This is an optimization exercise on Yosys and OpenROAD, whose aim is small area, a short achievable clock period and few clock cycles per item, not a production implementation.
Only simulation tests tie the RTL to the original design; equivalence was not proved.
No activity file was given, so power comes from the tool's default toggle rates.

Setup of job 7020:
## tick_mask_task_scheduler_core
module tick_mask_task_scheduler_core
#(
    parameter int NUM_TASKS = NUM_TASKS_DEF
)
(
    input  logic                  clk,
    input  logic                  rst_n,
    input  logic                  item_valid,
    output logic                  item_stall,
    input  logic [1:0]            kind,
    input  logic [TIME_W-1:0]     sample_time,
    input  logic [TIDX_W-1:0]     task_index,
    input  logic [TIME_W-1:0]     start_time,
    input  logic [TIME_W-1:0]     stop_time,
    output logic                  result_valid,
    input  logic                  result_stall,
    output logic                  tick_fired,
    output logic [MAX_TASKS-1:0]  run_mask,
    output logic [TICK_W-1:0]     tick_word,
    output logic                  stats_updated,
    output logic [TIME_W-1:0]     mean_exec_time,
    output logic [TIME_W-1:0]     worst_time,
    output logic                  config_bad,
    input  logic                  cfg_valid,
    output logic                  cfg_ready,
    input  logic [CFG_IDX_W-1:0]  cfg_index,
    input  logic [TIME_W-1:0]     cfg_data
);
    localparam int W  = TIME_W;
    localparam int SW = TIME_W - 1;    
    logic [W-1:0]                     mod_q;
    logic [PERIOD_W-1:0]              per_q;
    logic [MAX_TASKS-1:0][TICK_W-1:0] mask_q;    
    logic [MAX_TASKS-1:0]             mval_q;
    logic                             bad_q;
    logic [W-1:0]                     mp_q;      
    logic [W-1:0]                     half;
    logic mod_wr;
    assign cfg_ready = 1'b1;
    assign mod_wr    = cfg_valid && (cfg_index == CFG_MODULUS);
    assign half      = mod_q >> 1;
    always_ff @(posedge clk or negedge rst_n)
    begin
        if (!rst_n)
        begin
            mod_q  <= MODULUS_RST;
            per_q  <= PERIOD_RST;
            mval_q <= '0;
  ...
Size in the first run: ~750 flip-flops, about 250 I/O pins.
Settings: LEC_CHECK=0, CAP_MARGIN=10, CORE_MARGIN=2, CORE_UTILIZATION=30, CTS_BUF_LIST=sky130_fd_sc_hd__clkbuf_8, PLACE_DENSITY=0.75, SETUP_SLACK_MARGIN=4.0, SLEW_MARGIN=10; clock period 8.5 ns.
standard.sh (not shown) runs the stock make flow with config.mk's settings and CLKGATE_MAP_FILE= SYNTH_SCRIPT=/design/flow/synth_recipe.tcl, a recipe that flattens the netlist after the stock synthesis.
==> flow/flow/run.sh <==
#!/bin/bash
# The standard layout, with plain buf_2 cells (instead of clkdlybuf4s50_1) as the
# port buffers that global placement inserts on every input and output.
# All of make's output goes to standard.log in the work folder; ORFS keeps each
# step's own log under orfs/logs/.
set -euo pipefail
bash standard.sh "BUFFER_PORTS_ARGS=-buffer_cell sky130_fd_sc_hd__buf_2" finish > standard.log 2>&1
Testbench counts of job 7020, summed over its fixed seeds: cycles 13,972, items 12,800.
Here is what was changed in the inputs of job 8233 compared with job 7020.
-- flow/config.mk --
<<< job 7020, line 8
export CAP_MARGIN = 10
>>> job 8233, line 8
export CAP_MARGIN = 20
<<< job 7020, line 14
export SLEW_MARGIN = 10
>>> job 8233, line 14
export SLEW_MARGIN = 20
Having completed the whole flow, job 8233 delivered a layout that passed the timing, DRC and antenna checks.
Between job 8233 and job 7020, it is job 8233 whose internal power consumption is higher, by 2.1%.
Taking job 7020 as the reference, in job 8233 fraction of area in registers fell by 0.22 points; global routing usage summed across all routing layers neither gained nor lost much; via count saw little to no change; achievable clock frequency has increased; wire length reported by the detailed router shows an increase of about 0.45%.
Met3 routing resource usage after global routing delta for job 8233 relative to job 7020: 0.30 points lower
Area of all placed cells without fillers (lower): job 7020
Sequential-cell power consumption essentially unchanged between job 7020 and job 8233.
Changes in job 7339 relative to job 8233:
==> flow/run.sh (new file) <==
#!/bin/bash
# synth_recipe.tcl (not shown) runs the flow's synth.tcl, then flattens the netlist and writes it again
# the make line also repeats each setting of config.mk as NAME=value (left out here)
make -C /OpenROAD-flow-scripts/flow DESIGN_CONFIG=/design/flow/config.mk WORK_HOME=/design/flow/orfs CLKGATE_MAP_FILE= SYNTH_SCRIPT=/design/flow/synth_recipe.tcl finish
-- flow/config.mk --
<<< job 8233, line 12
export PLACE_DENSITY = 0.75
>>> job 7339, line 12
removed: flow/flow/run.sh
removed: flow/standard.sh
### Flow results
- From job 8233 to job 7339 the numbers moved as follows: post-route cell area climbed 0.0014 mm², final cycle utilization of the critical path barely changed, sum of met2 wire segment lengths after detailed routing climbed 2.9%, total power dropped 300 µW.
- Job 8233 ended with every stage complete and zero timing, DRC or antenna violations.
- Job 7339 completed; timing, DRC and antenna clean
- The run showing the smaller worst hold slack is job 7339.
- The cell type of the slowest stage on the worst timing path comes out sky130_fd_sc_hd__dfrtp_4 in one run and sky130_fd_sc_hd__fa_1 in the other, namely in job 7339 and job 8233 respectively.
- The lower count of filler cells inserted in the layout of job 8233 and job 7339 is in job 8233.
- Final critical-path required period: job 7339 higher than job 8233
- Max layout-stage area growth over the synthesis result across job 8233 and job 7339: job 7339
- In job 7339 relative to job 8233, routed wire length had gone up slightly.
- Largest voltage drop on the vdd net (lower): job 7339
- Status: latest clock arrival within the worst-skew pair parity (job 8233, job 7339)
Modified inputs, job 404 compared to job 7339
==> flow/flow/run.sh (new file) <==
#!/bin/bash
# The standard layout, with plain buf_2 cells (instead of clkdlybuf4s50_1) as the
# port buffers that global placement inserts on every input and output.
# All of make's output goes to standard.log in the work folder; ORFS keeps each
# step's own log under orfs/logs/.
set -euo pipefail
bash standard.sh "BUFFER_PORTS_ARGS=-buffer_cell sky130_fd_sc_hd__buf_2" finish > standard.log 2>&1
==> flow/standard.sh (new file) <==
#!/bin/bash
# synth_recipe.tcl (not shown) runs the flow's synth.tcl, then flattens the netlist and writes it again
# the make line also repeats each setting of config.mk as NAME=value (left out here)
make -C /OpenROAD-flow-scripts/flow DESIGN_CONFIG=/design/flow/config.mk WORK_HOME=/design/flow/orfs CLKGATE_MAP_FILE= SYNTH_SCRIPT=/design/flow/synth_recipe.tcl "${@:-finish}"
-- flow/config.mk --
<<< job 7339, line 12
export SETUP_SLACK_MARGIN = 4.0
>>> job 404, line 12
export PLACE_DENSITY = 0.75
export SETUP_SLACK_MARGIN = 4.3
removed: flow/run.sh
### Flow results
Worst setup slack on job 404 is ahead of job 7339. Register bit total from synthesis came out exactly the same in job 404 and job 7339. Cell count after placement essentially unchanged between job 404 and job 7339. Re overall die area: no difference whatsoever between job 7339 and job 404. Looking at depth of the worst hold-timing path across job 404 and job 7339, the one that comes out lower is job 7339.

what the ideal ports hide:
In the flow no input, the clock included, has a driving cell. The finished layouts below were timed again as built, in two steps. Step 1 assumes that a clkbuf_16 drives the clock port and a buf_2 every other input. Step 2 adds t to the input delays and takes it off the output delays; t is the mean of the earliest and latest rising clock arrival at the registers after step 1. Input paths then give back, and output paths get back, about the clock's delay inside the block. Slacks: ideal / step 1 / step 2; pairs: ideal / step 1.
run | t (ns) | slack for setup (ns) | worst hold slack (ns) | worst setup path at the end | worst slew at a driven data input, ns
job 7020 | 0.970 | 3.899 / 3.899 / 3.196 | 0.492 / 0.492 / 0.492 | input to register | 0.07
job 8233 | 0.974 | 3.972 / 3.972 / 3.144 | 0.491 / 0.491 / 0.491 | input to register | 0.07
job 7339 | 0.977 | 3.967 / 3.967 / 3.217 | 0.488 / 0.488 / 0.488 | input to register | 0.07
job 404 | 1.011 | 4.042 / 4.042 / 3.318 | 0.488 / 0.488 / 0.488 | input to register | 0.07
After both steps setup and hold are still met in every run listed. The setup slack of job 8233, which loses most, moves by 0.000 ns with the drivers and by -0.828 ns with both steps.
